This design comes from an exercise in tuning for small area, a short achievable clock period and few clock cycles per item on the open sky130 flow, not from production work. RTL that was checked went through simulation tests only; none was proved equivalent to the original. Function not checked in runs 4 and 5: the RTL went through the layout flow alone. Power and IR drop assume default switching activity.

===== run.sh =====
#!/bin/bash
# synth_recipe.tcl (not shown) runs the flow's synth.tcl, then flattens the netlist and writes it again
# the make line also repeats each setting of config.mk as NAME=value (left out here)
make -C /OpenROAD-flow-scripts/flow DESIGN_CONFIG=/design/flow/config.mk WORK_HOME=/design/flow/orfs CLKGATE_MAP_FILE= SYNTH_SCRIPT=/design/flow/synth_recipe.tcl finish

===== config.mk =====
export PLATFORM = sky130hd
export DESIGN_NAME = rational_arith_unit
export DESIGN_NICKNAME = rational_arith_unit
export VERILOG_FILES = /design/flow/design.v
export SDC_FILE = /design/flow/constraint.sdc
export NUM_CORES = 4
export LEC_CHECK = 0
export CAP_MARGIN = 20
export CORE_MARGIN = 2
export CORE_UTILIZATION = 60
export SETUP_SLACK_MARGIN = 2.0
export SLEW_MARGIN = 20

===== constraint.sdc =====
create_clock -name core_clock -period 8.0 [get_ports {clock}]
set_input_delay 1.6000 -clock core_clock [delete_from_list [all_inputs] [get_ports {clock}]]
set_output_delay 1.6000 -clock core_clock [all_outputs]
set_load 0.01 [all_outputs]

===== design.v =====
   localparam logic [2:0] CMD_REDUCE = 3'd0;
   localparam logic [2:0] CMD_ADD    = 3'd1;
   localparam logic [2:0] CMD_SUB    = 3'd2;
   localparam logic [2:0] CMD_MUL    = 3'd3;
   localparam logic [2:0] CMD_DIV    = 3'd4;
   localparam logic [2:0] CMD_EQ     = 3'd5;
   localparam logic [2:0] CMD_LT     = 3'd6;
   localparam logic [1:0] STATUS_OK       = 2'd0;
   localparam logic [1:0] STATUS_ZERO_DEN = 2'd1;
   localparam logic [1:0] STATUS_OVERFLOW = 2'd2;
module rau_cadd #(
   parameter int N = 64
) (
   input  logic [N-1:0] a,
   input  logic [N-1:0] b,
   output logic [N-1:0] sum0,
   output logic [N-1:0] sum1,
   output logic         cout1
);
   localparam int L = $clog2(N);
   logic [N-1:0] g [0:L];
   logic [N-1:0] p [0:L];
   logic [N-1:0] c0, c1;
   assign g[0] = a & b;
   assign p[0] = a ^ b;
   for (genvar l = 0; l < L; l++) begin : g_lvl
      for (genvar i = 0; i < N; i++) begin : g_bit
         if (((i >> l) & 1) == 1) begin : g_op
            localparam int J = ((i >> l) << l) - 1;
            assign g[l+1][i] = g[l][i] | (p[l][i] & g[l][J]);
            assign p[l+1][i] = p[l][i] & p[l][J];
         end else begin : g_pass
            assign g[l+1][i] = g[l][i];
            assign p[l+1][i] = p[l][i];
         end
      end
   end
   assign c0 = {g[L][N-2:0], 1'b0};
   assign c1 = {g[L][N-2:0] | p[L][N-2:0], 1'b1};
   assign sum0  = p[0] ^ c0;
   assign sum1  = p[0] ^ c1;
   assign cout1 = g[L][N-1] | p[L][N-1];
endmodule
module rational_arith_unit #(
   parameter int WORD_BITS = 32
) (
   input  logic                        clock,
   input  logic                        reset,
   input  logic                        req_push,
   output logic                        req_full,
   input  logic        [2:0]           req_command,
   input  logic signed [WORD_BITS-1:0] req_a_num,
   input  logic signed [WORD_BITS-1:0] req_a_den,
   input  logic signed [WORD_BITS-1:0] req_b_num,
   input  logic        [WORD_BITS-2:0] req_b_den,
   output logic                        rsp_empty,
   input  logic                        rsp_pop,
   output logic signed [WORD_BITS-1:0] rsp_res_num,
   output logic        [WORD_BITS-2:0] rsp_res_den,
   output logic                        rsp_compare_true,
   output logic        [1:0]           rsp_status
);
   localparam logic [2:0] CMD_REDUCE = 3'd0;
   localparam logic [2:0] CMD_ADD    = 3'd1;
   localparam logic [2:0] CMD_SUB    = 3'd2;
   localparam logic [2:0] CMD_MUL    = 3'd3;
   localparam logic [2:0] CMD_DIV    = 3'd4;
   localparam logic [2:0] CMD_EQ     = 3'd5;
   localparam logic [2:0] CMD_LT     = 3'd6;
   localparam logic [1:0] STATUS_OK       = 2'd0;
   localparam logic [1:0] STATUS_ZERO_DEN = 2'd1;
   localparam logic [1:0] STATUS_OVERFLOW = 2'd2;
   localparam int W = WORD_BITS;
   localparam int MW = 2 * W;
   localparam int R = 4;                  
   localparam int NSTEP = (W + R - 1) / R;
   logic          s1_full, s1_mul;
   logic [2:0]    cnt_ff;
   logic [MW-1:0] q0_ff, q1_ff, q2_ff;
   logic [W-1:0]  xb_ff, xd_ff;
   logic          c1_const, c1_cmp, c1_lt, c1_neg0, c1_neg1, c1_neg2, c1_use1, c1_inv;
   logic [1:0]    c1_cst;
   logic          st_idle, st_sum, st_gcd, st_const;
   logic [MW-1:0] ra_ff, rb_ff;
   logic [W-1:0]  m00_ff, m01_ff, m10_ff, m11_ff;
   logic          cmp_ff, lt_ff, neg0_ff, neg1_ff, neg2_ff, use1_ff, inv_ff;
   logic          nneg_ff, ovf_ff, cap_ff;
   logic [W-2:0]  tm_ff;
   logic [1:0]    cst_ff;
   logic          ovalid_ff;
   logic [W-1:0]  onum_ff;
   logic [W-2:0]  oden_ff;
   logic          ocmp_ff;
   logic [1:0]    ost_ff;
   logic         an_n, ad_n, bn_n;
   logic [W-1:0] an, ad, bn, bd;
   logic         zd, kconst, kcmp, klt, kred, neg0, neg1, neg2, use1;
   logic [W-1:0] ld_xb, ld_q2;
   assign an_n = req_a_num[W-1];
   assign ad_n = req_a_den[W-1];
   assign bn_n = req_b_num[W-1];
   assign an   = an_n ? W'(-req_a_num) : W'(req_a_num);
   assign ad   = ad_n ? W'(-req_a_den) : W'(req_a_den);
   assign bn   = bn_n ? W'(-req_b_num) : W'(req_b_num);
   assign bd   = {1'b0, req_b_den};
   always_comb begin
      zd = 1'b0; kconst = 1'b0; kcmp = 1'b0; klt = 1'b0; kred = 1'b0;
      neg0 = 1'b0; neg1 = 1'b0; neg2 = 1'b0; use1 = 1'b0;
      ld_xb = bd; ld_q2 = bd;
      case (req_command)
         CMD_REDUCE: begin
            kred = 1'b1; neg0 = an_n; neg2 = ad_n; ld_q2 = ad;
            zd = (req_a_den == '0);
         end
         CMD_ADD, CMD_SUB: begin
            neg0 = an_n; neg1 = bn_n ^ ad_n ^ (req_command == CMD_SUB); neg2 = ad_n;
            use1 = 1'b1;
            zd = (req_a_den == '0) || (req_b_den == '0);
         end
         CMD_MUL: begin
            ld_xb = bn;
            neg0 = an_n ^ bn_n; neg2 = ad_n;
            zd = (req_a_den == '0) || (req_b_den == '0);
         end
         CMD_DIV: begin
            ld_q2 = bn;
            neg0 = an_n; neg2 = ad_n ^ bn_n;
            zd = (req_a_den == '0) || (req_b_num == '0);
         end
         CMD_EQ, CMD_LT: begin
            kcmp = 1'b1; klt = (req_command == CMD_LT);
            neg0 = an_n ^ ad_n; neg1 = bn_n; use1 = 1'b1;
            zd = (req_a_den == '0) || (req_b_den == '0);
         end
         default: begin
            kconst = 1'b1;
         end
      endcase
   end
   function automatic logic [W+R-1:0] mstep(logic [W-1:0] hi, logic [W-1:0] x,
                                            logic [R-1:0] d);
      mstep = (W+R)'(hi);
      for (int k = 0; k < R; k++) begin
         mstep = mstep + (d[k] ? ((W+R)'(x) << k) : '0);
      end
   endfunction
   logic [W+R-1:0] t0, t1, t2;
   assign t0 = mstep(q0_ff[MW-1:W], xb_ff, q0_ff[R-1:0]);
   assign t1 = mstep(q1_ff[MW-1:W], xd_ff, q1_ff[R-1:0]);
   assign t2 = mstep(q2_ff[MW-1:W], xd_ff, q2_ff[R-1:0]);
   logic [MW-1:0] sum0, sum1;
   logic          ge;
   rau_cadd #(.N(MW)) u_add (
      .a(ra_ff), .b(inv_ff ? ~rb_ff : rb_ff), .sum0, .sum1, .cout1(ge)
   );
   logic          a_odd, b_odd, both_odd, both_ev, a_eq_b, a_zero;
   assign a_odd    = ra_ff[0];
   assign b_odd    = rb_ff[0];
   assign both_odd = a_odd && b_odd;
   assign both_ev  = !a_odd && !b_odd;
   assign a_eq_b   = (ra_ff == rb_ff);
   assign a_zero   = (ra_ff == '0);
   logic [MW-1:0] nsum;
   logic          nsign, cmp_res;
   always_comb begin
      if (!use1_ff) begin
         nsum = ra_ff; nsign = neg0_ff;
      end else if (!inv_ff) begin
         nsum = sum0; nsign = neg0_ff;
      end else if (ge) begin
         nsum = sum1; nsign = neg0_ff;
      end else begin
         nsum = ~sum0; nsign = neg1_ff;
      end
   end
   always_comb begin
      if (lt_ff) begin
         case ({neg0_ff, neg1_ff})
            2'b00:   cmp_res = !ge;
            2'b11:   cmp_res = ge && !a_eq_b;
            2'b10:   cmp_res = !(a_zero && a_eq_b);
            default: cmp_res = 1'b0;
         endcase
      end else begin
         cmp_res = a_eq_b && ((neg0_ff == neg1_ff) || a_zero);
      end
   end
   logic [W:0]    s0, s1;
   assign s0 = {1'b0, m00_ff} + {1'b0, m01_ff};
   assign s1 = {1'b0, m10_ff} + {1'b0, m11_ff};
   logic          a_side, b_side;
   logic [MW-1:0] va, vb, vc;
   logic [1:0]    sha, shb, shc;
   logic [MW-1:0] ra_g, rb_g;
   logic [W-1:0]  m00_g, m01_g, m10_g, m11_g;
   logic          g_ovf;
   function automatic logic [1:0] shamt(logic [3:1] v);
      shamt = v[1] ? 2'd0 : v[2] ? 2'd1 : v[3] ? 2'd2 : 2'd3;
   endfunction
   function automatic logic [W-1:0] shl(logic [W-1:0] v, logic [1:0] s);
      case (s)
         2'd0:    shl = v << 1;
         2'd1:    shl = v << 2;
         2'd2:    shl = v << 3;
         default: shl = v << 4;
      endcase
   endfunction
   function automatic logic [MW-1:0] shr(logic [MW-1:0] v, logic [1:0] s);
      case (s)
         2'd0:    shr = v >> 1;
         2'd1:    shr = v >> 2;
         2'd2:    shr = v >> 3;
         default: shr = v >> 4;
      endcase
   endfunction
   function automatic logic lost(logic [W-1:0] v, logic [1:0] s);
      case (s)
         2'd0:    lost = v[W-1];
         2'd1:    lost = |v[W-1:W-2];
         2'd2:    lost = |v[W-1:W-3];
         default: lost = |v[W-1:W-4];
      endcase
   endfunction
   logic [MW-1:0] vab;
   logic [W-2:0]  tm_now, tm;
   logic          len_ovf;
   assign vab = ra_ff | rb_ff;
   for (genvar j = 0; j < W - 1; j++) begin : g_tm
      assign tm_now[j] = |vab[MW-1:j+33];
   end
   assign tm = cap_ff ? tm_now : tm_ff;
   assign len_ovf = ((ra_ff[MW-1:W-1] == '0) && ((ra_ff[W-2:0] & ~tm) == '0))
                 || ((rb_ff[MW-1:W-1] == '0) && ((rb_ff[W-2:0] & ~tm) == '0));
   assign a_side = (!a_odd && b_odd) || (both_odd && ge && !a_eq_b);
   assign b_side = (a_odd && !b_odd) || (both_odd && !ge);
   assign va  = both_odd ? sum1 : ra_ff;
   assign vb  = both_odd ? ~sum0 : rb_ff;
   assign vc  = ra_ff | rb_ff;
   assign sha = shamt(va[3:1]);
   assign shb = shamt(vb[3:1]);
   assign shc = shamt(vc[3:1]);
   logic [1:0]    sa, sb;
   logic [MW-1:0] ra_sh, rb_sh;
   logic [W-1:0]  m00_sh, m01_sh, m10_sh, m11_sh;
   assign sa     = both_ev ? shc : sha;
   assign sb     = both_ev ? shc : shb;
   assign ra_sh  = shr(va, sa);
   assign rb_sh  = shr(vb, sb);
   assign m00_sh = shl(m00_ff, sha);
   assign m10_sh = shl(m10_ff, sha);
   assign m01_sh = shl(m01_ff, shb);
   assign m11_sh = shl(m11_ff, shb);
   always_comb begin
      ra_g  = (both_ev || a_side) ? ra_sh : ra_ff;
      rb_g  = (both_ev || b_side) ? rb_sh : rb_ff;
      m00_g = m00_ff; m01_g = m01_ff; m10_g = m10_ff; m11_g = m11_ff;
      g_ovf = 1'b0;
      if (a_side) begin
         m00_g = m00_sh;
         m10_g = m10_sh;
         g_ovf = lost(m00_ff, sha) || lost(m10_ff, sha);
      end
      if (b_side) begin
         m01_g = m01_sh;
         m11_g = m11_sh;
         g_ovf = lost(m01_ff, shb) || lost(m11_ff, shb);
      end
      if (a_side && both_odd) begin
         m01_g = s0[W-1:0]; m11_g = s1[W-1:0];
      end
      if (b_side && both_odd) begin
         m00_g = s0[W-1:0]; m10_g = s1[W-1:0];
      end
      if ((a_side || b_side) && both_odd && (s0[W] || s1[W])) g_ovf = 1'b1;
   end
   logic         f_ovf;
   logic [W-1:0] f_num;
   assign f_ovf = s0[W] || s1[W] || s1[W-1] || (s0[W-1] && (!nneg_ff || (s0[W-2:0] != '0)));
   assign f_num = nneg_ff ? W'(-s0[W-1:0]) : s0[W-1:0];
   logic         fin, wr, accept, stall, handoff;
   logic [W-1:0] w_num;
   logic [W-2:0] w_den;
   logic         w_cmp;
   logic [1:0]   w_st;
   always_comb begin
      fin = 1'b0;
      w_num = '0; w_den = (W-1)'(1); w_cmp = 1'b0; w_st = STATUS_OK;
      if (st_const) begin
         fin = 1'b1; w_st = cst_ff;
      end
      if (st_sum && cmp_ff) begin
         fin = 1'b1; w_cmp = cmp_res;
      end
      if (st_gcd) begin
         if (a_zero) begin
            fin = 1'b1;
         end else if (ovf_ff) begin
            fin = 1'b1; w_st = STATUS_OVERFLOW;
         end else if (both_odd && a_eq_b) begin
            fin = 1'b1;
            if (f_ovf) w_st = STATUS_OVERFLOW;
            else begin
               w_num = f_num; w_den = s1[W-2:0];
            end
         end
      end
   end
   assign wr       = fin && (!ovalid_ff || rsp_pop);
   assign stall    = fin && !wr;
   assign handoff  = s1_full && !s1_mul && (st_idle || wr);
   assign req_full = s1_full;
   assign accept   = req_push && !req_full;
   always_ff @(posedge clock) begin
      if (reset) begin
         s1_full <= 1'b0;
         s1_mul  <= 1'b0;
      end else if (accept) begin
         s1_full <= 1'b1;
         s1_mul  <= !(kconst || zd) && !kred;
      end else begin
         if (handoff) s1_full <= 1'b0;
         if (s1_mul && cnt_ff == 3'(NSTEP - 1)) s1_mul <= 1'b0;
      end
   end
   always_ff @(posedge clock) begin
      if (accept) begin
         cnt_ff   <= '0;
         q0_ff    <= {{W{1'b0}}, an};
         q1_ff    <= {{W{1'b0}}, bn};
         q2_ff    <= {{W{1'b0}}, ld_q2};
         xb_ff    <= ld_xb;
         xd_ff    <= ad;
         c1_const <= kconst || zd;
         c1_cmp   <= kcmp;
         c1_lt    <= klt;
         c1_neg0  <= neg0;
         c1_neg1  <= neg1;
         c1_neg2  <= neg2;
         c1_use1  <= use1;
         c1_inv   <= kcmp || (neg0 != neg1);
         c1_cst   <= zd ? STATUS_ZERO_DEN : STATUS_OK;
      end else if (s1_mul) begin
         cnt_ff <= cnt_ff + 1'b1;
         q0_ff  <= {t0, q0_ff[W-1:R]};
         q1_ff  <= {t1, q1_ff[W-1:R]};
         q2_ff  <= {t2, q2_ff[W-1:R]};
      end
   end
   always_ff @(posedge clock) begin
      if (reset) begin
         st_idle  <= 1'b1;
         st_sum   <= 1'b0;
         st_gcd   <= 1'b0;
         st_const <= 1'b0;
      end else if (handoff) begin
         st_idle  <= 1'b0;
         st_sum   <= !c1_const && c1_use1;
         st_gcd   <= !c1_const && !c1_use1;
         st_const <= c1_const;
      end else if (wr) begin
         st_idle  <= 1'b1;
         st_sum   <= 1'b0;
         st_gcd   <= 1'b0;
         st_const <= 1'b0;
      end else if (!stall) begin
         if (st_sum) begin
            st_sum <= 1'b0;
            st_gcd <= 1'b1;
         end
      end
   end
   always_ff @(posedge clock) begin
      if (handoff) begin
         ra_ff   <= q0_ff;
         rb_ff   <= c1_use1 ? q1_ff : q2_ff;
         m00_ff  <= W'(1);
         m01_ff  <= c1_use1 ? q2_ff[MW-1:W] : '0;
         m10_ff  <= '0;
         m11_ff  <= c1_use1 ? q2_ff[W-1:0] : W'(1);
         nneg_ff <= c1_neg0 ^ c1_neg2;
         ovf_ff  <= 1'b0;
         cap_ff  <= 1'b1;
         cmp_ff  <= c1_cmp;
         lt_ff   <= c1_lt;
         neg0_ff <= c1_neg0;
         neg1_ff <= c1_neg1;
         neg2_ff <= c1_neg2;
         use1_ff <= c1_use1;
         inv_ff  <= c1_inv || !c1_use1;
         cst_ff  <= c1_cst;
      end else if (!stall) begin
         if (st_sum) begin
            ra_ff   <= nsum;
            rb_ff   <= {m01_ff, m11_ff};
            nneg_ff <= nsign ^ neg2_ff;
            inv_ff  <= 1'b1;
            m01_ff  <= '0;
            m11_ff  <= W'(1);
         end
         if (st_gcd) begin
            ra_ff  <= ra_g;
            rb_ff  <= rb_g;
            ovf_ff <= g_ovf || len_ovf;
            cap_ff <= both_ev;
            if (cap_ff) tm_ff <= tm_now;
            m00_ff <= m00_g;
            m01_ff <= m01_g;
            m10_ff <= m10_g;
            m11_ff <= m11_g;
         end
      end
   end
   always_ff @(posedge clock) begin
      if (reset) begin
         ovalid_ff <= 1'b0;
      end else begin
         ovalid_ff <= wr || (ovalid_ff && !rsp_pop);
      end
      if (wr) begin
         onum_ff <= w_num;
         oden_ff <= w_den;
         ocmp_ff <= w_cmp;
         ost_ff  <= w_st;
      end
   end
   assign rsp_empty        = !ovalid_ff;
   assign rsp_res_num      = onum_ff;
   assign rsp_res_den      = oden_ff;
   assign rsp_compare_true = ocmp_ff;
   assign rsp_status       = ost_ff;
endmodule

==> results.txt, run 1 <==
Worst setup path:
- The launch point of the worst reg-to-reg path is inv_ff.
- The worst setup path is captured at a flop.
- Data arrives at the worst endpoint at 6190 ps.
- The endpoint required time on the critical path is 8360 ps.
- The most critical setup path has its startpoint at inv_ff.
- STA classifies the critical path startpoint as a flop.
- The termination of the worst setup path is nneg_ff.
- The critical path class is reg2reg.
- The worst-path maximum fanout is 47.
- The capture instance of the worst register-to-register path is nneg_ff.
- The internal reg-to-reg setup slack is 2170 ps.
- Measured in cells, the most critical reg-to-reg path has a length of 14.

Route:
- In the routed layout, each cell is associated on average with a via count of 7.171.
- The number of nets still failing antenna checks after routing is 0.
- For this block, the via count after detailed routing is 64699.
- The first-pass iteration count of the detailed router is 10.
- After the first detailed-routing iteration, the DRC count stood at 11229.
- In the routed design, unresolved DRC markers number 0.
- The average detailed-routed wire length per instance is 29.79 um.
- Summed over all layers, the routed wires come to 268.8 mm.

Timing:
- Setup violations remaining at the end of the flow were counted as 0.
- Setup repair after global routing could not meet its margin everywhere.
- The worst-case clock skew is 43.35 ps.
- For this run, the top clock speed supported by timing is 0.1716 GHz.
- The clock period minus final worst setup slack is 5827 ps.
- The total count of max-transition violations in the final report is 0.
- In this run the tightest slew margin relative to its limit is 11.78%.
- The portion of the clock cycle consumed by the worst path in the final layout is 72.83%.
- The hold violation total from the final report is 0.
- The accumulated negative setup slack is 0 ps.
- For the pin with the worst max-slew slack, the measured transition is 1318 ps.

Floorplanning:
- The die outline area is 110200 um^2.
- The row count is 120.
- The starting density of the core is 60.39%.
- Measured along the y axis, the die boundary spans 332.0 um.
- The die extent in x is 332.0 um.
- In this run the count of I/O pins placed on the die edge is 202.
- The core region is 106900 um^2.

Cells and area:
- After the flow finishes, the layout carries non-filler instances totaling 9022.
- The proportion of layout cells with a drive suffix above 1 is 6.411%.
- Counting the fill cells in the layout gives 8771.
- The area growth from synthesis to layout is 8.975%.
- Summing all multi-input logic gate instances after layout gives 43550 um^2.
- The number of nets at the end of the flow is 8267.
- The sequential cell area in the final layout is 17470 um^2.

Place:
- The total of buffers placed on input and output ports is 201.
- The HPWL after detailed placement is 200.4 mm.
- The total instance count after detailed placement is 8859.
- The weighted congestion at the end of routability-driven global placement is 1.080.

Yosys:
- The most used flip-flop cell after synthesis is edfxtp_1.
- The synthesized netlist occupies a cell area of 64560 um^2.
- The netlist uses 105 different library cells.
- The proportion of synthesized flip-flops having asynchronous set or reset is 0%.
- In the synthesized netlist, the number of instances is 7663.
- The average footprint of a synthesized cell is 8.425 um^2.
- Synthesis inferred 639 register bits.
- Sequential cells were found to cover 27.06% of the synthesized design area.
- Counting every net in the synthesized netlist gives 8381.
- The number of synthesis warnings is 4.
- The number of flops mapped to enable cells by yosys is 467.

CTS:
- TritonCTS built the clock tree.
- After clock tree synthesis, the clock-pin slew on the worst setup and hold paths is 60 ps.
- The level count of the clock H-tree is 3.
- The tree built by TritonCTS fans out to 639 sinks.
- The number of CTS-inserted buffers is 77.
- The post-cts hold buffer count is 0.
- The clock tree root buffer cell is clkbuf_16.
- The clock passes through at most 3 buffers.
- The clock latency reported for the late side of the worst-skew pair is 690 ps.

Global routing:
- The first global-routing pass estimated 391.9 mm of wire.
- The overall fraction of global-route tracks in use is 47.19%.
- Entering global routing, the biggest net connects 133 pins.
- The via count of the first global-routing pass is 59448.
- The number of antenna violations at the first check in global routing came to 18.
- The remaining global-route overflow is 0.

Run status:
- The run finished with no timing, DRC or antenna violations.

Power:
- VDD sags by at most 0.0002737 V.
- For this design the ratio of total power to cell area is 339.6 nW/um^2.
- In this run the static leakage power is 0.02766 uW.

Min path:
- The cell count of the worst hold path is 0.
- The type of the worst min-delay path is reg2reg.

Run:
- Across the run, the number of max-cap violations was 0.
how the worst min path moves through the flow:
stage	start	to	slack, ps
after floorplan	c1_cmp	cmp_ff	400
after global routing	c1_cst[0]	cst_ff[0]	430
after global placement	c1_cmp	cmp_ff	400
after CTS	c1_lt	lt_ff	420
final	c1_lt	lt_ff	420
after detailed placement	c1_cmp	cmp_ff	400
final cells by class:
type | instances | area share (%)
Sequential cell | 639 | 24.83
Clock buffer | 109 | 3.128
Clock inverter | 33 | 0.5229
Antenna cell | 7 | 0.02490
Inverter | 492 | 2.634
Multi-Input combinational cell | 6011 | 61.91
Timing Repair Buffer | 328 | 4.457
Tap cell | 1403 | 2.495
metal layers:
layer | vias to the layer above | share of wire (%) | track usage (%)
li1 | 27761 | - | -
met1 | 30841 | 37 | 62.74
met2 | 5161 | 40 | 66.45
met3 | 928 | 17 | 18.72
met4 | 8 | 6.0 | 23.38
met5 | - | 0.021 | 0
timing repair:
| action | 4_1_cts | 5_1_grt |
|---|---|---|
| resized for setup | 2 | 16 |
| endpoints found under the setup margin | 366 | 365 |
| hold endpoints to repair | 0 | 0 |
| setup buffers | 3 | 8 |
| pin swaps | 0 | 2 |
cell families (layout without fill, tap and decap cells):
group                    after synthesis  after routing  synth area share (%)
AO/OA/AOI/OAI                       2343           2343                 23.60
XOR/XNOR                             456            456                 6.186
adder cells (fa/ha/maj)              584            584                 14.66
buffers and inverters               1013            962                 6.043
flip-flops                           639            639                 27.06
multiplexers                         237            237                 4.097
other                                  0              7                     0
AND/OR/NAND/NOR                     2391           2391                 18.36
power by group:
group          switching (uW)  total (uW)  leakage [uW]  internal, uW
sequential               1130        5440       0.00577          4310
combinational            9320       14800        0.0206          5430
clock                    1620        3700       0.00126          2080
flip-flops by register name, indices dropped and copies added, names as in the netlist, 64 cells and up:
signal / count
q1_ff: 64
q2_ff: 64
ra_ff: 64
rb_ff: 64
q0_ff: 64
synthesized netlist by cell type, types with 227 or more instances:
| library cell | instances | share of area, % |
|---|---|---|
| edfxtp_1 | 467 | 22 |
| inv_1 | 488 | 2.8 |
| nor2_1 | 480 | 2.8 |
| and2_1 | 279 | 2.7 |
| a21oi_1 | 536 | 4.2 |
| o21ai_0 | 527 | 4.1 |
| xnor2_1 | 229 | 3.1 |
| xor2_1 | 227 | 3.1 |
| ha_1 | 297 | 5.8 |
| nand2_1 | 777 | 4.5 |
| clkbuf_1 | 426 | 2.5 |
| fa_1 | 287 | 8.9 |
placed cells by master, fill, tap and decap left out, drive strengths merged, types with 66 or more instances in the layout:
master           n
a211oi         153
buf            128
nand3          189
nand4           68
nor4            66
xnor2          229
xor2           227
nor2           480
a21oi          538
edfxtp         467
nand2          777
and2           281
o22ai          194
dfxtp          172
a21o           117
ha             297
o31ai           78
nor3           176
a31oi           78
clkbuf         109
inv            498
fa             287
or3            101
clkdlybuf4s50  200
o21ai          554
mux2i          190
o211ai         100
per-stage QoR:
| step | instance area (um^2) | total power [uW] | setup WS, ps | util [%] | hold slack [ps] |
|---|---|---|---|---|---|
| finish | 70350 | 23890 | 2173 | 65.81 | 418.7 |
| global route | 70340 | 25050 | 1963 | 65.79 | 434.0 |
| CTS | 70160 | 23150 | 2012 | 65.63 | 419.7 |
| detailed placement | 67570 | 19390 | 1586 | 63.21 | 404.5 |
| global placement | 67540 | 19090 | 1695 | 63.18 | 403.0 |
| floorplan | 64610 | 15050 | 2005 | - | 400.3 |
critical path, cell delays in order, from the launching register on:
cell,delay [ps]
edfxtp_1,500
buf_12,330
buf_12,320
xor2_1,220
ha_1,390
and4_1,300
a221oi_1,640
a21oi_2,220
or4_1,760
a31oi_4,220
buf_4,490
a21oi_1,130
a31oi_1,180
xor2_1,80
o21ai_0,680
Testbench counts, summed over its fixed seeds: cycles 68,008, items 4,000.
==> inputs of run 2 (changes only) <==
--- a/config.mk
+++ b/config.mk
@@ -7,6 +7,6 @@
 export LEC_CHECK = 0
 export CAP_MARGIN = 20
 export CORE_MARGIN = 2
-export CORE_UTILIZATION = 60
-export SETUP_SLACK_MARGIN = 2.0
+export CORE_UTILIZATION = 40
+export SETUP_SLACK_MARGIN = 2.5
 export SLEW_MARGIN = 20
==> results.txt, run 2 <==
Run status:
- The run finished with no timing, DRC or antenna violations.

Timing:
- The count of endpoints failing setup in the final report is 0.
- The total count of max-transition violations in the final report is 0.
- In this run the tightest slew margin relative to its limit is 19.63%.
- The hold violation total from the final report came to 0.
- The actual slew at the worst max-slew pin is 1195 ps.
- Setup repair after global routing could not meet its margin everywhere.
- After layout, the worst path uses 68.93% of the clock period.
- The maximum clock rate is 0.1814 GHz.
- After routing, the total negative slack on setup checks comes to 0 ps.
- Counting I/O delays and the setup requirement, the final critical path takes 5514 ps.
- The worst-case clock skew is 46.06 ps.

Yosys:
- The most used flip-flop cell after synthesis is edfxtp_1.
- For this run, the register share of the synthesized area comes to 27.06%.
- Sorting the synthesized cells by how often they occur yields nand2_1 (777), a21oi_1 (536), o21ai_0 (527).
- The biggest area contributor in the post-synthesis netlist is edfxtp_1.
- The fraction of synthesized cell area taken by the top area cell type is 21.72%.
- The number of nets handed over by synthesis was 8381.
- nand2_1 is the most common cell in the netlist.
- The cell count after synthesis came out at 7663.
- After synthesis, the mean cell area works out to 8.425 um^2.
- Counting distinct cell types in the post-synthesis netlist gives 105.
- During synthesis, Yosys emitted a total of 4 warnings.
- After synthesis, the cell types taking the most area are edfxtp_1 (22%), fa_1 (8.9%), ha_1 (5.8%).
- The post-synthesis instance area is 64560 um^2.
- The number of flops mapped to enable cells by yosys is 467.
- Counting flops with an async set or reset pin after synthesis yields a share of 0%.
- The number of synthesized register bits is 639.

Place:
- The congestion estimate from routability-driven global placement came to 1.095.
- Once detailed placement completed, the half-perimeter wirelength came to 214.8 mm.
- The total of buffers placed on input and output ports is 201.
- In this run, placement finished with an instance count of 9614.

Worst setup path:
- The worst-path maximum fanout is 58.
- The critical path class is reg2reg.
- The endpoint identified for the worst register-to-register timing path is ra_ff[43].
- The endpoint required time on the critical path is 8450 ps.
- The type of origin of the critical path is a flop.
- The depth of the most critical reg-to-reg path is 15.
- For flop-to-flop paths, the worst setup slack is 2490 ps.
- The startpoint identified for the worst register-to-register timing path is rb_ff[0].
- The arrival time of the worst setup path is 5960 ps.
- STA classifies the critical path endpoint as a flop.

Route:
- The average detailed-routed wire length per instance is 29.11 um.
- The count of nets left with antenna violations once routing finished came out at 0.
- In the routed design, unresolved DRC markers number 0.
- The post-detailed-routing wire length is 285.8 mm.
- After detailed routing, the wire length on met1 is 115.0 mm.
- The met2 wirelength from detailed routing is 116.3 mm.
- The total number of vias is 63570.
- Routed signal wires occupy layers up through met5.
- In the routed layout, each cell is associated on average with a via count of 6.475.
- The amount of wire on met3 after detailed routing is 34.96 mm.
- The first detailed-routing pass ran for 9 iterations.
- The number of DRC markers after the initial detailed-route iteration is 8532.

Global routing:
- The via count of the first global-routing pass is 58941.
- The number of antenna violations at the first check in global routing is 23.
- Entering global routing, the biggest net connects 145 pins.
- The first-pass GRT wire length is 409.0 mm.
- The overall fraction of global-route tracks in use is 33.61%.
- The remaining global-route overflow is 0.

Floorplanning:
- The initialized floorplan defines 147 standard-cell rows.
- The die outline area is 164600 um^2.
- The die extent in x is 405.7 um.
- The die height is 405.7 um.
- Once the floorplan was initialized, standard cells occupied 40.25% of the core.
- The top-level port count is 202.
- The floorplan step defined a core boundary enclosing 160400 um^2.

Cells and area:
- Cells with a size suffix above 1 make up 7.521% of the layout.
- The number of nets at the end of the flow is 8293.
- At the end of the flow the core is filled with cells to 45.01%.
- Leaving out fill and tap cells, the most frequent cells in the layout are nand2_1 (772), a21oi_1 (529), o21ai_0 (521).
- The post-synthesis to final-layout area growth is 11.82%.
- The count of cells in the finished layout, fillers not included, comes to 9818.
- The commonest non-fill, non-tap cell in the layout is nand2_1.

Power:
- The total leakage power is 0.02798 uW.
- The maximum VDD drop is 0.0002128 V.
- The power per cell area is 338.1 nW/um^2.

Min path:
- The hold path endpoint is lt_ff.
- In this run the most critical hold path is launched from c1_lt.
- The type of the worst min-delay path is reg2reg.
- The worst hold path was traced through 0 stages.

CTS:
- The TritonCTS clock tree is done.
- Clock-pin slew was measured on the worst setup and hold paths at 60 ps.
- In this run the clock root is driven by a clkbuf_16.
- Buffers inserted during clock tree synthesis total 85.
- The maximum buffer depth of the clock tree is 3.
- In this run the number of H-tree levels came out at 3.
- The clock reaches the later pin of the worst-skew pair after 730 ps.
- The post-cts hold buffer count is 0.
- For this design, the sink count on the clock tree is 639.

Run:
- Max-cap violations in this run came to 0.
[run 2: cells by family (layout without fill, tap and decap cells)]
family | after synthesis | count (layout) | synth area share [%]
AND/OR/NAND/NOR | 2391 | 2391 | 18.36
AO/OA/AOI/OAI | 2343 | 2346 | 23.60
buffers and inverters | 1013 | 992 | 6.043
flip-flops | 639 | 639 | 27.06
adder cells (fa/ha/maj) | 584 | 584 | 14.66
XOR/XNOR | 456 | 456 | 6.186
multiplexers | 237 | 237 | 4.097
other | 0 | 13 | 0
[run 2: worst max path at each step]
stage / start / to / slack [ps] / cells after the start
finish: rb_ff[0] / ra_ff[43] / 2490 / 15
global route: rb_ff[0] / ra_ff[43] / 2300 / 15
CTS: rb_ff[0] / ra_ff[43] / 2500 / 13
detailed placement: q2_ff[0] / q2_ff[62] / 1840 / 18
global placement: q2_ff[2] / q2_ff[62] / 1890 / 18
floorplan: inv_ff / m01_ff[0] / 2500 / 20
[run 2: metal layers]
metal,track usage (%),vias up
met2,47.63,3902
met4,19.16,14
met1,45.49,30934
met5,0,-
met3,9.594,848
li1,-,27872
[run 2: through the flow]
stage	power, uW	hold slack, ps	cell area [um^2]	setup slack [ps]
2_1_floorplan	15070	400.3	64720	2505
3_3_place_gp	19410	410.2	68530	1886
3_5_place_dp	19530	421.3	68530	1842
4_1_cts	23740	434.7	71660	2502
5_1_grt	25800	439.3	72170	2304
6_report	24410	432.1	72190	2486
[run 2: repair_timing]
item | 4_1_cts | 5_1_grt
gates cloned | 1 | 4
pin swaps | 2 | 12
resized for setup | 23 | 75
buffers inserted | 13 | 15
endpoints found under the setup margin | 426 | 404
[run 2: critical path: stages (launching register included)]
cell      delay, ps
edfxtp_1        550
xor2_1          220
ha_1            220
fa_1            480
fa_1            510
a31oi_1         270
xor2_1          200
mux2i_2         210
and2_1          270
buf_4           240
o31ai_4         250
buf_12          280
nand2_1         340
o211a_1         370
a222oi_1        560
o21ai_1         150
[run 2: cell type report]
cell class	instances	area [um^2]
Tap cell	2160	2703
Sequential cell	639	17470
Inverter	492	1853
Antenna cell	13	32.53
Clock inverter	48	519.2
Multi-Input combinational cell	6014	43950
Clock buffer	109	2350
Fill cell	15964	88190
Timing Repair Buffer	343	3308
[run 2: report_power, final]
part	internal [uW]	switching (uW)
combinational	5530	9340
sequential	4310	1130
clock	2370	1720
==> inputs of run 3 (changes only) <==
--- a/config.mk
+++ b/config.mk
@@ -5,8 +5,9 @@
 export SDC_FILE = /design/flow/constraint.sdc
 export NUM_CORES = 4
 export LEC_CHECK = 0
+export ABC_CLOCK_PERIOD_IN_PS = 5000
 export CAP_MARGIN = 20
 export CORE_MARGIN = 2
 export CORE_UTILIZATION = 40
-export SETUP_SLACK_MARGIN = 2.5
+export SETUP_SLACK_MARGIN = 2.0
 export SLEW_MARGIN = 20
==> results.txt, run 3 <==
Yosys:
- Synthesis instantiated 105 different standard cells from the library.
- The post-synthesis instance area is 64560 um^2.
- The number of instances in the synthesized netlist is 7663.
- The post-synth net total is 8381.
- After synthesis, flip-flops and latches occupy 27.06% of the total area.
- The number of flops mapped to enable cells by yosys is 467.
- Each instance of the synthesized netlist takes up on average 8.425 um^2.
- In the post-synthesis netlist, the biggest area contributors are edfxtp_1 (22%), fa_1 (8.9%), ha_1 (5.8%).
- The most used flip-flop cell after synthesis is edfxtp_1.
- The Yosys step of the flow raised 4 warnings.
- By count the netlist is led by nand2_1 (777), a21oi_1 (536), o21ai_0 (527).
- Counting flops and latches in the post-synthesis netlist gives 639.
- The proportion of synthesized flip-flops having asynchronous set or reset is 0%.
- Summed over all instances, the cell type with the most area after synthesis is edfxtp_1.
- After synthesis, the largest area contributor takes up 21.72% of total cell area.
- The dominant cell by count in the synthesized netlist is nand2_1.

Min path:
- The worst hold path begins at c1_lt.
- The type of the worst min-delay path is reg2reg.

Timing:
- The maximum clock rate is 0.1679 GHz.
- The clock period minus final worst setup slack is 5954 ps.
- Measured against its own limit, the worst slew margin works out to 27.68%.
- Setup total negative slack on the finished layout was measured at 0 ps.
- The count of endpoints failing setup in the final report is 0.
- The hold violation total from the final report is 0.
- Hold is met by 428.3 ps.
- The actual slew at the worst max-slew pin is 1085 ps.
- The total count of max-transition violations in the final report is 0.
- Setup repair after global routing left no endpoint under its margin.
- After layout, the worst setup slack is 2046 ps.
- Across the routed clock network, the largest skew measured is 22.50 ps.
- The portion of the clock cycle consumed by the worst path in the final layout is 74.43%.

Power:
- In this run, flip-flops and latches consume 22.3% of the power.
- The clock network power share is 17.7%.
- Across the VDD grid, the largest voltage drop is 0.0001770 V.
- Summing internal, switching and leakage power gives 24230 uW.
- Internal power comes to 12260 uW.
- The proportion of total power due to net switching is 49.39%.
- The power share of the combinational group is 60.1%.
- In this run the static leakage power is 0.02787 uW.
- Power spread over the standard cell area amounts to 337.6 nW/um^2.
- The total net switching power is 11970 uW.

CTS:
- The TritonCTS clock tree is done.
- The sink count of the clock tree is 639.
- Clock latency on the worst-skew pair, taken at its later pin, is 720 ps.
- CTS placed an instance of clkbuf_16 at the clock tree root.
- The clock passes through at most 3 buffers.
- The level count of the clock H-tree is 3.
- The CTS clock-pin slew for the worst setup and hold paths is 60 ps.
- The number of CTS-inserted buffers is 84.

Run:
- The tool flagged a number of max-cap violations equal to 0.

Worst setup path:
- The type of origin of the critical path is a flop.
- The internal reg-to-reg setup slack is 2050 ps.
- The launch point of the worst reg-to-reg path is inv_ff.
- Along the worst path, the maximum fanout reaches 58.
- At the worst endpoint, the arrival time is 6380 ps.
- In this run the worst setup path begins at inv_ff.
- The setup path with the least slack is of type reg2reg.
- At the worst endpoint, the required time is 8420 ps.
- The kind of end point of the critical path is a flop.

Floorplanning:
- After floorplanning, the core was sized to cover 160400 um^2.
- 202 I/O pins were placed.
- The die is 405.7 um tall.
- The die is 405.7 um wide.
- For this configuration, the core starts out at a cell density of 40.25%.
- The row count is 147.
- The die covers 164600 um^2.

Place:
- The sum of net half-perimeters after detailed placement is 215.7 mm.
- The total of buffers placed on input and output ports is 201.
- The weighted congestion at the end of routability-driven global placement is 1.046.
- Before CTS, the worst setup slack after placement is 1608 ps.

Route:
- The detail route stage leaves a number of antenna-violating nets equal to 0.
- Dividing the detail-routed via count by the number of cells gives 6.410.
- The met2 wirelength from detailed routing is 117.4 mm.
- The total number of vias is 62809.
- The amount of wire on met3 after detailed routing is 33.58 mm.
- In the routed design, unresolved DRC markers number 0.
- The highest layer used for signal routing is met5.
- For this block, wires on met1 add up to 116.5 mm.
- The post-detailed-routing wire length is 284.0 mm.
- The average detailed-routed wire length per instance is 28.98 um.
- The first-pass iteration count of the detailed router is 8.
- The number of DRC markers after the initial detailed-route iteration is 7795.

Global routing:
- Global routing used 33.51% of the available tracks.
- The first global-routing pass estimated 407.0 mm of wire.
- The via count of the first global-routing pass is 58196.
- The number of antenna violations at the first check in global routing is 28.
- Entering global routing, the biggest net connects 116 pins.
- The remaining global-route overflow is 0.

Cells and area:
- Of the cells placed in the final design, the portion with a size suffix greater than 1 is 6.752%.
- Cells fill 44.76% of the core in the end.
- The sequential cell area in the final layout is 17470 um^2.
- The commonest non-fill, non-tap cell in the layout is nand2_1.
- The multi-input logic area is 43650 um^2.
- Relative to the synthesized area, the layout overhead comes to 11.20%.
- The count of filler cells inserted in the layout is 15903.
- The library cells used most frequently in the layout, excluding fill and tap cells, are nand2_1 (774), a21oi_1 (532), o21ai_0 (524).
- After the last flow step, the layout net total stands at 8275.

Run status:
- The flow ran to the end and the layout has no timing, DRC or antenna violations.
[run 3: cell types whose count changed in the layout (fill, tap and decap cells not counted), sizes merged, moves of 2 or more]
cell and change:
buf -12, bufinv +6, clkbuf -4, clkinv -2, clkinvlp -4, o21ai -2
[run 3: layout make-up]
type,count,area share (%)
multi-input cells,6012,60.81
flip-flops and latches,639,24.34
repair buffers,328,4.310
well taps,2160,3.765
clock buffers,107,3.233
inverters,492,2.581
clock inverters,49,0.9255
diodes,12,0.04183
[run 3: cell families after synthesis]
kind of cell / after synthesis / synth area share [%]
and+or+nand+nor: 2391 / 18.36
AOI/OAI and AO/OA: 2343 / 23.60
buffers and inverters: 1013 / 6.043
DFF: 639 / 27.06
adders and majority gates: 584 / 14.66
xor gates and xnor gates: 456 / 6.186
muxes: 237 / 4.097
[run 3: path summary, 6_finish.rpt]
kind,to,depth (start not counted)
max,ra_ff[43],15
min,lt_ff,0
max reg2reg,ra_ff[43],15
min reg2reg,lt_ff,0
[run 3: layer usage]
| layer | vias up | GRT usage, % |
|---|---|---|
| met5 | - | 0 |
| met4 | 12 | 16.80 |
| met3 | 670 | 9.523 |
| met2 | 3696 | 48.29 |
| met1 | 30631 | 45.59 |
| li1 | 27800 | - |
[run 3: worst max-delay path: stages (launching register included)]
cell,delay (ps)
edfxtp_1,570
xor2_1,250
ha_1,220
fa_1,490
fa_1,510
a31oi_1,240
xor2_1,280
mux2i_4,220
and2_1,220
buf_4,240
o31ai_4,200
buf_4,610
nand2_1,480
o211a_1,370
a222oi_1,540
o21ai_1,140
[run 3: per-stage QoR]
stage / instances / instance area (um^2)
floorplan: 7663 / 64610
global placement: 9621 / 68530
detailed placement: 9622 / 68550
CTS: 9778 / 71550
global route: 9791 / 71770
finish: 9799 / 71790
[run 3: power groups by stage]
stage	clock network [uW]	logic, uW	registers [uW]
5_1_grt	4420	15800	5410
6_report	4280	14600	5400
3_5_place_dp	0	14100	5400
2_1_floorplan	0	10200	4810
3_3_place_gp	0	14000	5400
4_1_cts	4310	14200	5340
[run 3: repair_timing]
item                                    in CTS  in global routing
hold buffers                                 0                  0
hold endpoints to repair                     0                  0
endpoints found under the setup margin     361                329
buffers inserted                             0                  5
gates cloned                                 0                  1
gates resized for setup                      6                 19
pin swaps                                    0                  1
==> inputs of run 4 (changes only) <==
--- a/design.v
+++ b/design.v
@@ -81,7 +81,7 @@
    logic          c1_const, c1_cmp, c1_lt, c1_neg0, c1_neg1, c1_neg2, c1_use1, c1_inv;
    logic [1:0]    c1_cst;
    logic          st_idle, st_sum, st_gcd, st_const;
-   logic [MW-1:0] ra_ff, rb_ff;
+   logic [MW-1:0] ra_ff, rx_ff, rb_ff;
    logic [W-1:0]  m00_ff, m01_ff, m10_ff, m11_ff;
    logic          cmp_ff, lt_ff, neg0_ff, neg1_ff, neg2_ff, use1_ff, inv_ff;
    logic          nneg_ff, ovf_ff, cap_ff;
@@ -89,6 +89,7 @@
    logic [1:0]    cst_ff;
    logic          ovalid_ff;
    logic [W-1:0]  onum_ff;
+   logic          oneg_ff;
    logic [W-2:0]  oden_ff;
    logic          ocmp_ff;
    logic [1:0]    ost_ff;
@@ -150,8 +151,9 @@
    assign t2 = mstep(q2_ff[MW-1:W], xd_ff, q2_ff[R-1:0]);
    logic [MW-1:0] sum0, sum1;
    logic          ge;
+   assign rb_ff = ~rx_ff;
    rau_cadd #(.N(MW)) u_add (
-      .a(ra_ff), .b(inv_ff ? ~rb_ff : rb_ff), .sum0, .sum1, .cout1(ge)
+      .a(ra_ff), .b(rx_ff), .sum0, .sum1, .cout1(ge)
    );
    logic          a_odd, b_odd, both_odd, both_ev, a_eq_b, a_zero;
    assign a_odd    = ra_ff[0];
@@ -274,17 +276,16 @@
       if ((a_side || b_side) && both_odd && (s0[W] || s1[W])) g_ovf = 1'b1;
    end
    logic         f_ovf;
-   logic [W-1:0] f_num;
    assign f_ovf = s0[W] || s1[W] || s1[W-1] || (s0[W-1] && (!nneg_ff || (s0[W-2:0] != '0)));
-   assign f_num = nneg_ff ? W'(-s0[W-1:0]) : s0[W-1:0];
    logic         fin, wr, accept, stall, handoff;
    logic [W-1:0] w_num;
+   logic         w_neg;
    logic [W-2:0] w_den;
    logic         w_cmp;
    logic [1:0]   w_st;
    always_comb begin
       fin = 1'b0;
-      w_num = '0; w_den = (W-1)'(1); w_cmp = 1'b0; w_st = STATUS_OK;
+      w_num = '0; w_neg = 1'b0; w_den = (W-1)'(1); w_cmp = 1'b0; w_st = STATUS_OK;
       if (st_const) begin
          fin = 1'b1; w_st = cst_ff;
       end
@@ -300,8 +301,10 @@
             fin = 1'b1;
             if (f_ovf) w_st = STATUS_OVERFLOW;
             else begin
-               w_num = f_num; w_den = s1[W-2:0];
+               w_num = s0[W-1:0]; w_neg = nneg_ff; w_den = s1[W-2:0];
             end
+         end else if (len_ovf) begin
+            fin = 1'b1; w_st = STATUS_OVERFLOW;
          end
       end
    end
@@ -372,7 +375,7 @@
    always_ff @(posedge clock) begin
       if (handoff) begin
          ra_ff   <= q0_ff;
-         rb_ff   <= c1_use1 ? q1_ff : q2_ff;
+         rx_ff   <= c1_use1 ? (c1_inv ? ~q1_ff : q1_ff) : ~q2_ff;
          m00_ff  <= W'(1);
          m01_ff  <= c1_use1 ? q2_ff[MW-1:W] : '0;
          m10_ff  <= '0;
@@ -391,7 +394,7 @@
       end else if (!stall) begin
          if (st_sum) begin
             ra_ff   <= nsum;
-            rb_ff   <= {m01_ff, m11_ff};
+            rx_ff   <= ~{m01_ff, m11_ff};
             nneg_ff <= nsign ^ neg2_ff;
             inv_ff  <= 1'b1;
             m01_ff  <= '0;
@@ -399,8 +402,8 @@
          end
          if (st_gcd) begin
             ra_ff  <= ra_g;
-            rb_ff  <= rb_g;
-            ovf_ff <= g_ovf || len_ovf;
+            rx_ff  <= ~rb_g;
+            ovf_ff <= g_ovf;
             cap_ff <= both_ev;
             if (cap_ff) tm_ff <= tm_now;
             m00_ff <= m00_g;
@@ -418,13 +421,14 @@
       end
       if (wr) begin
          onum_ff <= w_num;
+         oneg_ff <= w_neg;
          oden_ff <= w_den;
          ocmp_ff <= w_cmp;
          ost_ff  <= w_st;
       end
    end
    assign rsp_empty        = !ovalid_ff;
-   assign rsp_res_num      = onum_ff;
+   assign rsp_res_num      = oneg_ff ? W'(-onum_ff) : onum_ff;
    assign rsp_res_den      = oden_ff;
    assign rsp_compare_true = ocmp_ff;
    assign rsp_status       = ost_ff;
--- a/config.mk
+++ b/config.mk
@@ -5,9 +5,8 @@
 export SDC_FILE = /design/flow/constraint.sdc
 export NUM_CORES = 4
 export LEC_CHECK = 0
-export ABC_CLOCK_PERIOD_IN_PS = 5000
 export CAP_MARGIN = 20
 export CORE_MARGIN = 2
 export CORE_UTILIZATION = 40
-export SETUP_SLACK_MARGIN = 2.0
+export SETUP_SLACK_MARGIN = 3.0
 export SLEW_MARGIN = 20
==> results.txt, run 4 <==
Route:
- Dividing the detail-routed wire length by the instance count gives 27.87 um.
- The number of vias per cell after detailed routing is 6.377.
- The total number of vias is 62011.
- The first-pass iteration count of the detailed router is 6.
- The number of nets still failing antenna checks after routing is 0.
- Summed over all layers, the routed wires come to 271.0 mm.
- In this run, the number of DRC markers left after iteration 0 of detailed routing was 7980.
- The remaining routing DRC violations is 0.

Timing:
- The portion of the clock cycle consumed by the worst path in the final layout is 67.50%.
- Clock skew on the completed layout was measured at 42.75 ps.
- The count of endpoints failing setup in the final report is 0.
- On the final layout, the worst hold slack is 423.3 ps.
- Measured against its own limit, the worst slew margin works out to 27.38%.
- The worst path in the final design needs a cycle of 5400 ps, including I/O delays and setup.
- The actual slew at the worst max-slew pin is 1087 ps.
- The hold violation total from the final report is 0.
- Setup repair after global routing could not meet its margin everywhere.
- The maximum clock rate is 0.1852 GHz.
- The total count of max-transition violations in the final report is 0.
- The accumulated negative setup slack is 0 ps.

Yosys:
- The share of synthesized area in the top cell type comes to 22.18%.
- The most used flip-flop cell after synthesis is edfxtp_1.
- The synthesized netlist devotes 6.206% of its cell area to XOR and XNOR gates.
- The post-synthesis instance area is 63370 um^2.
- The post-synth net total is 8204.
- The average footprint of a synthesized cell is 8.462 um^2.
- By count the netlist is led by nand2_1 (961), nor2_1 (600), a21oi_1 (573).
- The Yosys step of the flow raised 4 warnings.
- The share of the synthesized area in compound gates (AO/OA/AOI/OAI) is 21.96%.
- The adder-cell share of the synthesized area is 14.87%.
- The count of distinct cell types in the synthesized netlist is 106.
- The biggest area contributor in the post-synthesis netlist is edfxtp_1.
- Synthesis handed over a netlist of 7489 instances.
- The dominant cell by count in the synthesized netlist is nand2_1.
- The combinational family with the most area after synthesis is compound AO/OA/AOI/OAI gates.
- The synthesized netlist devotes 17.58% of its cell area to simple gates.
- The number of flops mapped to enable cells by yosys is 468.
- The proportion of synthesized chip area in sequential cells is 27.61%.
- Yosys attributes the largest share of cell area to edfxtp_1 (22%), fa_1 (9.1%), ha_1 (5.8%).
- The number of synthesized register bits is 640.
- The multiplexer share of the synthesized area is 6.308%.
- Of all flip-flops after synthesis, the portion carrying an async set or reset was 0%.

Place:
- Detailed placement finished with a half-perimeter wire length of 196.4 mm.
- The congestion estimate from routability-driven global placement came to 1.091.
- During placement, the flow inserted port buffers numbering 201.

Floorplanning:
- The die extent in x is 402.0 um.
- For this design the top-level I/O count stands at 202.
- The die is 402.0 um tall.
- The die covers 161600 um^2.
- Once the floorplan was initialized, standard cells occupied 40.15% of the core.
- The row count is 146.
- In this run the standard cell core region covers 157800 um^2.

CTS:
- The number of clock buffers added by TritonCTS is 86.
- The clock tree root buffer cell is clkbuf_16.
- At the later pin of the worst-skew pair, clock insertion delay measures 740 ps.
- For this design, the CTS-stage hold fixing added 0 buffers.
- The maximum buffer depth of the clock tree is 3.
- Clock tree synthesis found a total of 640 sinks.
- The level count of the clock H-tree is 3.
- The TritonCTS clock tree is done.
- The CTS clock-pin slew for the worst setup and hold paths is 60 ps.

Worst setup path:
- STA classifies the critical path endpoint as a flop.
- The worst register-to-register path has a depth of 20.
- STA puts the critical path data arrival time at 6080 ps.
- The endpoint identified for the worst register-to-register timing path is q2_ff[63].
- The type of origin of the critical path is a flop.
- The launch point of the worst reg-to-reg path is q2_ff[2].
- Data on the critical path is required at its endpoint by 8680 ps.
- Of all nets on the critical path, the largest fanout is 7.
- Setup slack on the worst reg-to-reg path comes out at 2600 ps.
- By startpoint and endpoint, the worst setup path is classified as reg2reg.

Global routing:
- The number of antenna violations at the first check in global routing is 15.
- Entering global routing, the biggest net connects 164 pins.
- The via count of the first global-routing pass is 57640.
- The overall fraction of global-route tracks in use is 32.19%.
- The remaining global-route overflow is 0.
- The first-pass GRT wire length is 390.2 mm.

Min path:
- The worst hold path was traced through 0 stages.
- The type of the worst min-delay path is reg2reg.
- The startpoint of the tightest hold check path is c1_cst[0].
- For hold timing, the worst endpoint is cst_ff[0].

Cells and area:
- The commonest non-fill, non-tap cell in the layout is nand2_1.
- In the layout the commonest cells are nand2_1 (946), nor2_1 (591), a21oi_1 (553).
- After the last flow step, the layout net total stands at 8288.
- Counting the fill cells in the layout gives 15330.
- The proportion of layout cells with a drive suffix above 1 is 10.58%.
- The post-synthesis to final-layout area growth is 15.72%.

Power:
- The post-route total power is 24920 uW.
- Power spread over the standard cell area amounts to 339.8 nW/um^2.
- The worst-case IR drop observed on VDD is 0.0001870 V.
- The total leakage power is 0.02912 uW.

Run:
- The max-capacitance violation count is 0.

Run status:
- The run finished with no timing, DRC or antenna violations.
run 4: how the worst max path moves through the flow:
stage | from | to | slack, ps | cells past startpoint
2_1_floorplan | q2_ff[2] | q2_ff[63] | 2870 | 22
3_3_place_gp | ra_ff[1] | m11_ff[30] | 1730 | 15
3_5_place_dp | ra_ff[1] | m11_ff[19] | 1500 | 15
4_1_cts | onum_ff[4] | rsp_res_num[28] | 2640 | 9
5_1_grt | q2_ff[0] | q2_ff[63] | 2410 | 19
6_report | q2_ff[2] | q2_ff[63] | 2600 | 20
run 4: routing by layer:
| layer | vias to the layer above | track usage, % | share of wire, % |
|---|---|---|---|
| li1 | 27322 | - | - |
| met4 | 12 | 16.79 | 6.0 |
| met1 | 30244 | 43.29 | 40 |
| met5 | - | 0 | 0.087 |
| met3 | 736 | 7.022 | 11 |
| met2 | 3697 | 48.39 | 43 |
run 4: cell families after synthesis:
group / after synthesis
simple gates: 2420
buf+inv: 883
mux: 373
compound gates: 2143
flops: 640
xor+xnor: 449
fa+ha+maj: 581
run 4: metrics by stage:
step	cells	util [%]	area (um^2)	setup WS (ps)
after floorplan	7489	-	63500	2871
after global placement	9365	42.47	67040	1729
after detailed placement	9365	42.47	67040	1503
after CTS	9654	45.68	72100	2640
after global routing	9719	46.45	73320	2414
final	9724	46.46	73330	2600
run 4: area by class of cell:
class                           instances  area, um^2  area share [%]
Tap cell                             2072        2592           3.535
Clock inverter                         57       630.6          0.8600
Timing Repair Buffer                  488        4923           6.714
Multi-Input combinational cell       5977       43920           59.89
Sequential cell                       640       17510           23.87
Clock buffer                          104        2271           3.097
Antenna cell                            6       15.01         0.02048
Inverter                              378        1455           1.984
Timing Repair inverter                  2       17.52         0.02389
run 4: timing repair:
| item | in CTS | in global routing |
|---|---|---|
| buffers inserted | 105 | 59 |
| gates resized for setup | 203 | 146 |
| endpoints found under the hold margin | 0 | 0 |
| pin swaps | 71 | 77 |
| cloned | 23 | 4 |
| endpoints found under the setup margin | 649 | 577 |
run 4: power by group:
group          total [uW]  internal (uW)  switching [uW]
clock network        4070           2320            1750
registers            5480           4340            1140
logic               15400           6080            9280
total               24900          12700           12200
run 4: worst max-delay path, cell delays in order (launching register included):
cell and delay (ps):
edfxtp_1 390, buf_12 140, buf_12 110, buf_12 100, nand2_1 70, fa_1 550
inv_1 50, fa_1 450, fa_1 550, ha_4 220, a211o_1 290, or3_1 320
o32a_1 180, o41a_1 140, nor4b_4 160, o21ai_2 200, a21oi_2 80, a2111o_1 420
o311a_1 320, or4b_4 520, nand3_2 70
==> inputs of run 5 (changes only) <==
--- a/config.mk
+++ b/config.mk
@@ -7,6 +7,6 @@
 export LEC_CHECK = 0
 export CAP_MARGIN = 20
 export CORE_MARGIN = 2
-export CORE_UTILIZATION = 40
-export SETUP_SLACK_MARGIN = 3.0
+export CORE_UTILIZATION = 60
+export SETUP_SLACK_MARGIN = 3.5
 export SLEW_MARGIN = 20
==> results.txt, run 5 <==
Run status:
- The run finished with no timing, DRC or antenna violations.

Timing:
- The hold violation total from the final report was 0.
- For this run, the top clock speed supported by timing is 0.1791 GHz.
- After layout, the worst path uses 69.81% of the clock period.
- The worst-case clock skew is 42.09 ps.
- Setup repair after global routing could not meet its margin everywhere.
- Setup violations remaining at the end of the flow were counted as 0.
- The headroom to the max-slew limit is 9.500%.
- The total count of max-transition violations in the final report came to 0.
- After routing, the total negative slack on setup checks comes to 0 ps.
- At the pin with the least slew margin, the transition time is 1357 ps.
- After layout, the minimum clock period comes to 5585 ps.
- Setup slack closes at 2415 ps.

Yosys:
- Counting flops with a built-in enable in the synthesized netlist gives 468.
- The proportion of synthesized chip area in sequential cells is 27.61%.
- In the post-synthesis netlist, the cell with the most instances is nand2_1.
- The Yosys step of the flow raised 4 warnings.
- In the post-synthesis netlist, the biggest area contributors are edfxtp_1 (22%), fa_1 (9.1%), ha_1 (5.8%).
- By count the netlist is led by nand2_1 (961), nor2_1 (600), a21oi_1 (573).
- Synthesis produced a netlist with a net count of 8204.
- In the synthesized netlist the dominant register cell turns out to be edfxtp_1.
- The fraction of synthesized cell area taken by the top area cell type is 22.18%.
- A synthesized cell averages 8.462 um^2.
- The synthesized design spends more area on one cell type than any other, namely edfxtp_1.
- The number of synthesized register bits is 640.
- Yosys mapped the design onto 106 distinct sky130hd cell types.
- Counting flops with an async set or reset pin after synthesis yields a share of 0%.
- The number of instances in the synthesized netlist is 7489.
- The post-synthesis instance area is 63370 um^2.

Route:
- After detailed routing, the average wire length per cell comes to 29.52 um.
- For this run, the detailed router's first-pass iteration total came to 12.
- The number of DRC markers after the initial detailed-route iteration is 10460.
- Dividing the detail-routed via count by the number of cells gives 7.105.
- The detail route stage leaves a number of antenna-violating nets equal to 0.
- After detailed routing, the number of remaining DRC violations is 0.
- The routed layout has 65678 vias.
- The post-detailed-routing wire length is 272.9 mm.

Cells and area:
- The final non-filler cell total is 9244.
- The proportion of layout cells with a drive suffix above 1 is 17.44%.
- Leaving out fill and tap cells, the most frequent cells in the layout are nand2_1 (926), nor2_1 (573), a21oi_1 (514).
- Relative to the synthesized area, the layout overhead comes to 21.43%.
- The layout has 7610 filler cells.
- The commonest non-fill, non-tap cell in the layout is nand2_1.
- The post-route cell area is 76950 um^2.
- The net count of the finished layout is 8491.

Global routing:
- After global routing the overflow that remains totals 0.
- The pin count of the biggest net entering global routing is 123.
- The number of antenna violations at the first check in global routing is 22.
- The first global-routing pass estimated 386.2 mm of wire.
- The via count of the first global-routing pass was 59164.
- The overall fraction of global-route tracks in use is 47.60%.

Worst setup path:
- The endpoint required time on the critical path is 8650 ps.
- The kind of end point of the critical path is a flop.
- The critical path class is reg2reg.
- In this run the register-to-register setup slack is 2420 ps.
- The delay of the slowest critical-path stage is 550 ps.
- Data arrives at the worst endpoint at 6230 ps.
- Along the worst path, the maximum fanout reaches 17.
- The type of origin of the critical path is a flop.
- The slowest library cell on the worst path is fa_1.
- The critical path goes through buf_6, buf_6, buf_4, buf_6, nand2_1, fa_1, inv_1, fa_1, fa_1, ha_1, a21o_1, a21o_1, a21oi_1, o21ai_1, o21ai_2, a21oi_2, a2111o_1, o311a_1, or4b_4, nand3_2.

CTS:
- The clock tree root buffer cell is clkbuf_16.
- TritonCTS built the clock tree.
- The sink count of the clock tree is 640.
- The number of CTS-inserted buffers is 80.
- The H-tree was split into 3 levels.
- Counting along the longest clock path gives a buffer depth of 3.
- The clock reaches the later pin of the worst-skew pair after 700 ps.
- Clock-pin slew was measured on the worst setup and hold paths at 70 ps.

Power:
- The maximum VDD drop is 0.0003636 V.
- The total leakage power is 0.03103 uW.
- Power spread over the standard cell area amounts to 347.2 nW/um^2.

Place:
- The weighted congestion at the end of routability-driven global placement is 1.120.
- Summing all placed instances gives a cell area of 66400 um^2.
- The total instance count after detailed placement is 8675.
- The worst-case setup slack after placement is 1838 ps.
- The sum of net half-perimeters after detailed placement is 186.8 mm.
- During placement, the flow inserted port buffers numbering 201.

Floorplanning:
- In this run the standard cell core region covers 105000 um^2.
- The die is 329.0 um wide.
- For this design the top-level I/O count stands at 202.
- The row count is 119.
- The die outline area is 108200 um^2.
- The floorplan step set the die height to 329.0 um.
- The initial utilization of the core area, before any placement, comes to 60.37%.

Run:
- The max-capacitance violation count is 0.

Min path:
- The min-delay analysis places its worst path in the category reg2reg.
-- run 5: metrics by stage --
stage	total power, uW	hold slack (ps)	util, %
after floorplan	15100	400.3	-
after global placement	19000	407.8	63.21
after detailed placement	19260	417.0	63.26
after CTS	24640	428.3	70.54
after global routing	27790	443.5	73.29
final	26720	430.1	73.31
-- run 5: power by group --
group	internal (uW)	total [uW]	switching, uW	leakage (uW)
registers	4340	5470	1130	0.00587
clock network	2160	3820	1660	0.00128
logic	7090	17400	10300	0.0239
-- run 5: final cells by class --
class	count	area (um^2)	share of cell area, %
multi-input combinational	5980	46710	60.70
sequential	640	17510	22.76
timing repair buffer	693	6805	8.844
clock buffer	103	2203	2.863
tap	1391	1740	2.262
inverter	378	1463	1.901
clock inverter	47	471.7	0.6130
timing repair inverter	3	26.28	0.03415
antenna	9	22.52	0.02927
-- run 5: worst max-delay path: cells and delay by family, from the launching register on --
family,cells,cell delay (ps)
buffers and inverters,5,610
and+or+nand+nor,3,720
AOI/OAI and AO/OA,8,1850
adders and majority gates,4,1890
DFF,1,460
-- run 5: final timing paths --
check             startpoint        end  cells past startpoint
setup / recovery    q2_ff[2]  q2_ff[63]                     20
setup reg to reg    q2_ff[2]  q2_ff[63]                     20
hold / removal       c1_neg1    neg1_ff                      0
hold reg to reg      c1_neg1    neg1_ff                      0
-- run 5: what timing repair did --
action,4_1_cts,5_1_grt
pin swaps,198,190
hold buffers,0,0
setup buffers,233,143
endpoints found under the setup margin,729,695
gates cloned,29,5
gates resized for setup,604,369
-- run 5: cells by family (layout without fill, tap and decap cells) --
group           count (synthesis)  in the layout  share of synthesized area [%]
fa+ha+maj                     581            581                          14.87
mux                           373            373                          6.308
other cells                     0              9                              0
simple gates                 2420           2423                          17.58
xor+xnor                      449            449                          6.206
compound gates               2143           2154                          21.96
buf+inv                       883           1224                          5.469
flops                         640            640                          27.61
-- run 5: per-layer routing --
metal  share of wire (%)  track usage, %  vias up
li1                    -               -    27702
met2                  40           66.61     5495
met3                  16           16.10     1243
met1                  36           64.19    31214
met4                 7.5           26.91       24
met5                0.12          0.6087        -

## re-timing with driven ports
Ports are ideal in the flow. The routed layouts listed here were re-timed in OpenROAD.
Step 1: set_driving_cell puts a clkbuf_16 on clock and a buf_2 on each other input, an assumption about the parent block.
Step 2 times the ports against the registers' clock, not the clock port: input delays grow and output delays shrink by t, the midpoint of the rising clock arrivals with the driver on.
a / b / c = ideal / step 1 / step 2; a / b = the first two.
| run | t (ns) | slack for setup (ns) | hold WS [ns] |
|---|---|---|---|
| run 1 | 0.751 | 2.173 / 2.173 / 2.173 | 0.419 / 0.419 / 0.419 |
| run 2 | 0.791 | 2.486 / 2.486 / 2.087 | 0.432 / 0.432 / 0.432 |
| run 3 | 0.789 | 2.046 / 2.046 / 2.046 | 0.428 / 0.428 / 0.428 |
| run 4 | 0.801 | 2.600 / 2.600 / 2.320 | 0.423 / 0.423 / 0.423 |
| run 5 | 0.762 | 2.415 / 2.361 / 2.415 | 0.430 / 0.430 / 0.430 |
After both steps setup and hold are still met in every run listed. For run 2, which loses most, drivers alone change the setup slack by 0.000 ns; drivers and shift together by -0.399 ns.
